Source: an optimization exercise on an open RTL-to-GDS flow (aim: small area, a short achievable clock period and few clock cycles per item). Production flows keep margins and buffers that such runs may drop. Function was checked by simulation only, so behaviour that the tests miss may differ from the original.

==> inputs of run B <==
## mult_div_ctrl
module mult_div_ctrl #(
  parameter int DATA_WIDTH = 32,
  parameter int CNT_WIDTH  = 6
) (
  input  logic                      clk,
  input  logic                      rst,
  input  logic                      flush,
  input  logic                      stall_hold,
  input  logic [5:0]                funct,
  input  logic [DATA_WIDTH-1:0]     operand_1,
  input  logic [DATA_WIDTH-1:0]     operand_2,
  output logic                      mult_div_done,
  output logic [2*DATA_WIDTH-1:0]   mult_div_result
);
Settings: LEC_CHECK=0, ABC_CLOCK_PERIOD_IN_PS=3500, CAP_MARGIN=20, CORE_MARGIN=2, CORE_UTILIZATION=40, SLEW_MARGIN=20; clock period 14.0 ns.
run.sh (not shown) runs the stock make flow with config.mk's settings and CLKGATE_MAP_FILE= SYNTH_SCRIPT=/design/flow/synth_recipe.tcl, a recipe that flattens the netlist after the stock synthesis.
==> inputs of run M, as changes to run B <==
--- a/flow/design.v
+++ b/flow/design.v
@@ -9,16 +9,17 @@
   input  logic                      stall_hold,
   input  logic [5:0]                funct,
   input  logic [DATA_WIDTH-1:0]     operand_1,
   input  logic [DATA_WIDTH-1:0]     operand_2,
   output logic                      mult_div_done,
   output logic [2*DATA_WIDTH-1:0]   mult_div_result
 );
   logic s_idle, s_mul, s_corr, s_dpre, s_dpre2, s_div, s_fix, s_done;
+  logic n_done_fast;
   logic n_idle, n_mul, n_corr, n_dpre, n_dpre2, n_div, n_fix, n_done;
   logic [33:0] r_a;       
   logic [31:0] r_b;       
   logic [33:0] r_m;       
   logic [5:0]  r_cnt;
   logic [5:0]  r_bn;      
   logic [5:0]  r_bd;      
   logic        r_sn;      
@@ -55,17 +56,17 @@
   assign w_cs_c = {(w_a[36:0] & w_pp0[36:0]) | (w_a[36:0] & w_pp1[36:0]) | (w_pp0[36:0] & w_pp1[36:0]), r_c0};
   assign w_add  = {w_cs_s, 1'b1} + {w_cs_c, r_cin};
   assign w_sum  = w_add[38:1];
   assign w_allp = &(w_cs_s[36:0] ^ w_cs_c[36:0]);
   assign w_take = r_sn ? (w_sum[37] ^ w_allp) : ~w_sum[37];
   logic [5:0]  w_k;
   logic [33:0] w_m_align;
   logic        w_dzero;
-  assign w_k       = r_bn - r_bd;
+  assign w_k       = r_bn - r_bd + {5'd0, r_sn};
   assign w_m_align = r_m << w_k;
   assign w_dzero   = (r_m == 34'd0);
   logic w_cnt0;
   assign w_cnt0 = (r_cnt == 6'd0);
   always_comb begin
     n_idle = 1'b0; n_mul = 1'b0; n_corr = 1'b0; n_dpre = 1'b0; n_dpre2 = 1'b0;
     n_div = 1'b0; n_fix = 1'b0; n_done = 1'b0;
     if (flush) begin
@@ -119,62 +120,57 @@
     end else begin
       s_idle  <= n_idle;
       s_mul   <= n_mul;
       s_corr  <= n_corr;
       s_dpre  <= n_dpre;
       s_dpre2 <= n_dpre2;
       s_div   <= n_div;
       s_fix   <= n_fix;
-      s_done  <= n_done;
+      s_done  <= n_done_fast;
     end
   end
   function automatic logic [7:0] divctl(input logic inv);
     divctl = {1'b1, 1'b0, inv, 1'b0, 1'b0, ~inv, 1'b0, 1'b1};
   endfunction
   logic [2:0] w_bt0_in, w_bt1_in, w_bt0, w_bt1;
   assign w_bt0_in = booth({operand_1[1:0], 1'b0});
   assign w_bt1_in = booth(operand_1[3:1]);
   assign w_bt0    = booth(r_b[5:3]);
   assign w_bt1    = booth(r_b[7:5]);
+  logic [7:0] w_ctl_other, w_ctl_div;
+  always_comb begin
+    w_ctl_other = {r_one0, r_two0, r_neg0, r_one1, r_two1, r_neg1, r_c0, r_cin};
+    if (s_idle) begin
+      if (w_is_div) w_ctl_other = divctl(~w_negq_in);
+      else          w_ctl_other = {w_bt0_in, w_bt1_in, w_bt0_in[0], w_bt1_in[0]};
+    end
+    if (s_mul) begin
+      if (w_cnt0) w_ctl_other = 8'b1000_0000;   
+      else        w_ctl_other = {w_bt0, w_bt1, w_bt0[0], w_bt1[0]};
+    end
+    if (s_dpre && r_negq) w_ctl_other = divctl(r_negq);
+    if (s_dpre2) w_ctl_other = divctl(~r_negq);
+  end
+  assign w_ctl_div = (s_dpre && r_negq) ? 8'b0000_0000 : divctl(~r_negq);
   always_ff @(posedge clk) begin
-    if (s_idle) begin
-      if (w_is_div)
-        {r_one0, r_two0, r_neg0, r_one1, r_two1, r_neg1, r_c0, r_cin} <= divctl(~w_negq_in);
-      else
-        {r_one0, r_two0, r_neg0, r_one1, r_two1, r_neg1, r_c0, r_cin} <=
-          {w_bt0_in, w_bt1_in, w_bt0_in[0], w_bt1_in[0]};
-    end
-    if (s_mul) begin
-      if (w_cnt0)   
-        {r_one0, r_two0, r_neg0, r_one1, r_two1, r_neg1, r_c0, r_cin} <= 8'b1000_0000;
-      else
-        {r_one0, r_two0, r_neg0, r_one1, r_two1, r_neg1, r_c0, r_cin} <=
-          {w_bt0, w_bt1, w_bt0[0], w_bt1[0]};
-    end
-    if (s_dpre && r_negq) begin
-      if (w_take)
-        {r_one0, r_two0, r_neg0, r_one1, r_two1, r_neg1, r_c0, r_cin} <= 8'b0000_0000;
-      else
-        {r_one0, r_two0, r_neg0, r_one1, r_two1, r_neg1, r_c0, r_cin} <= divctl(r_negq);
-    end
-    if (s_dpre2) begin
-      {r_one0, r_two0, r_neg0, r_one1, r_two1, r_neg1, r_c0, r_cin} <= divctl(~r_negq);
-    end
-    if (s_div) begin
-      {r_one0, r_two0, r_neg0, r_one1, r_two1, r_neg1, r_c0, r_cin} <= divctl(w_take ^ r_negq);
-    end
+    if (s_div)
+      {r_one0, r_two0, r_neg0, r_one1, r_two1, r_neg1, r_c0, r_cin} <= w_take ? w_ctl_div : divctl(r_negq);
+    else if (s_dpre && r_negq && w_take)
+      {r_one0, r_two0, r_neg0, r_one1, r_two1, r_neg1, r_c0, r_cin} <= 8'b0000_0000;
+    else
+      {r_one0, r_two0, r_neg0, r_one1, r_two1, r_neg1, r_c0, r_cin} <= w_ctl_other;
   end
   always_ff @(posedge clk) begin
     if (s_idle) begin
       r_a    <= w_is_div ? {{2{w_ext1}}, operand_1} : 34'd0;
       r_m    <= {{2{w_ext2}}, operand_2};
       r_b    <= operand_1;
       r_cnt  <= 6'd7;
-      r_bn   <= bitlen({w_ext1, operand_1[31:1]} ^ operand_1) + {5'd0, w_ext1};
+      r_bn   <= bitlen({w_ext1, operand_1[31:1]} ^ operand_1);
       r_bd   <= bitlen({w_ext2, operand_2[31:1]} ^ operand_2);
       r_sn   <= w_ext1;
       r_negq <= w_negq_in;
       r_corr <= ~w_signed & operand_1[31];
     end
     if (s_mul) begin
       r_a   <= w_sum[37:4];
       r_b   <= {w_sum[3:0], r_b[31:4]};
@@ -195,14 +191,17 @@
       r_b <= {32{r_take}};
     end
     if (s_div) begin
       r_b <= {r_b[30:0], w_take ^ r_negq};
       if (!w_cnt0) r_m <= {r_m[33], r_m[33:1]};
       r_cnt <= r_cnt - 6'd1;
     end
   end
-  always_ff @(posedge clk or posedge rst) begin
-    if (rst) mult_div_done <= 1'b0;
-    else     mult_div_done <= n_done;
-  end
+  logic w_done_base, w_done_take, w_done_keep;
+  assign w_done_base = ~flush & ((s_mul & w_cnt0 & ~r_corr) | s_corr | s_fix | (s_dpre2 & ~r_take) |
+                                 (s_dpre & w_dzero) | (s_done & stall_hold));
+  assign w_done_take = ~flush & s_div & w_cnt0;
+  assign w_done_keep = ~flush & s_dpre & ~r_negq;
+  assign n_done_fast = w_done_base | (w_take ? w_done_take : w_done_keep);
+  assign mult_div_done = s_done;
   assign mult_div_result = {r_a[31:0], r_b};
 endmodule
==> flow/flow/run.sh (new file) <==
#!/bin/bash
# Standard ORFS layout (the standard.sh, all steps), with setup repair aiming for
# 9.5 ns of slack at the design's 14 ns clock. The make output is kept in standard_make.log;
# each tool's own log is under orfs/logs/.
set -euo pipefail
bash standard.sh SETUP_SLACK_MARGIN=9.5 finish > standard_make.log 2>&1
==> flow/standard.sh (new file) <==
#!/bin/bash
# synth_recipe.tcl (not shown) runs the flow's synth.tcl, then flattens the netlist and writes it again
# the make line also repeats each setting of config.mk as NAME=value (left out here)
make -C /OpenROAD-flow-scripts/flow DESIGN_CONFIG=/design/flow/config.mk WORK_HOME=/design/flow/orfs CLKGATE_MAP_FILE= SYNTH_SCRIPT=/design/flow/synth_recipe.tcl "${@:-finish}"
==> flow/config.mk (replaced) <==
export PLATFORM = sky130hd
export DESIGN_NAME = mult_div_ctrl
export DESIGN_NICKNAME = mult_div_ctrl
export VERILOG_FILES = /design/flow/design.v
export SDC_FILE = /design/flow/constraint.sdc
export NUM_CORES = 4
export LEC_CHECK = 0
export ABC_CLOCK_PERIOD_IN_PS = 3500
export CAP_MARGIN = 20
export CORE_MARGIN = 2
export CORE_UTILIZATION = 70
export SLEW_MARGIN = 20
removed: flow/run.sh
==> comparison table <==
| quantity | run M | run B |
|---|---|---|
| Die boundary width | 149 µm | 196 µm |
| Run status | no timing/DRC/antenna violations | no timing/DRC/antenna violations |
| Total Die Area | 22200 µm² | 38500 µm² |
| Fraction of final layout cells sized beyond drive strength 1 | 0.0931 | 0.0635 |
| Adder-Cell Fraction of Synth Area | 0.0996 | 0.0985 |
| Destination of the worst hold path | s_corr$_DFF_PP0_ | s_idle$_DFF_PP1_ |
| Grt met2 use | 0.691 | 0.445 |
| Most repeated cell in the gate-level netlist after synthesis | a21oi_1 | clkbuf_1 |
| Post-synthesis net count | 2018 | 1969 |
| Tap cells | 275 | 468 |
| Wire per inst | 26.1 µm | 23.5 µm |
| Critical Path Max Stage Delay | 0.49 ns | 0.63 ns |
Testbench counts of run B, summed over its fixed seeds: cycles 20,471, items 2,048.
Testbench counts of run M, summed over its fixed seeds: cycles 20,471, items 2,048.

==> re-timing with driven ports <==
How much do the figures lean on ideal ports? The routed layouts below were timed once more, with nothing changed but the port constraints. Step 1 (the two cells are an assumption about what drives the block):
set clk [get_ports {clk}]
set_driving_cell -lib_cell sky130_fd_sc_hd__clkbuf_16 $clk
set_driving_cell -lib_cell sky130_fd_sc_hd__buf_2 [delete_from_list [all_inputs] $clk]
Step 2 also shifts input and output timing later by t, the mid clock arrival at the registers, as if the neighbouring blocks saw the same clock. a / b / c = no drivers / after step 1 / after step 2; a / b = the first two.
run | t, ns | setup slack, ns | pins driven straight from the clock port
run B | 0.497 | 8.065 / 8.087 / 7.589 | 1
run M | 0.494 | 9.331 / 9.331 / 9.012 | 1
After both steps every run listed still meets setup and hold. For run B, which loses most, drivers alone change the setup slack by +0.022 ns; drivers and shift together by -0.476 ns.
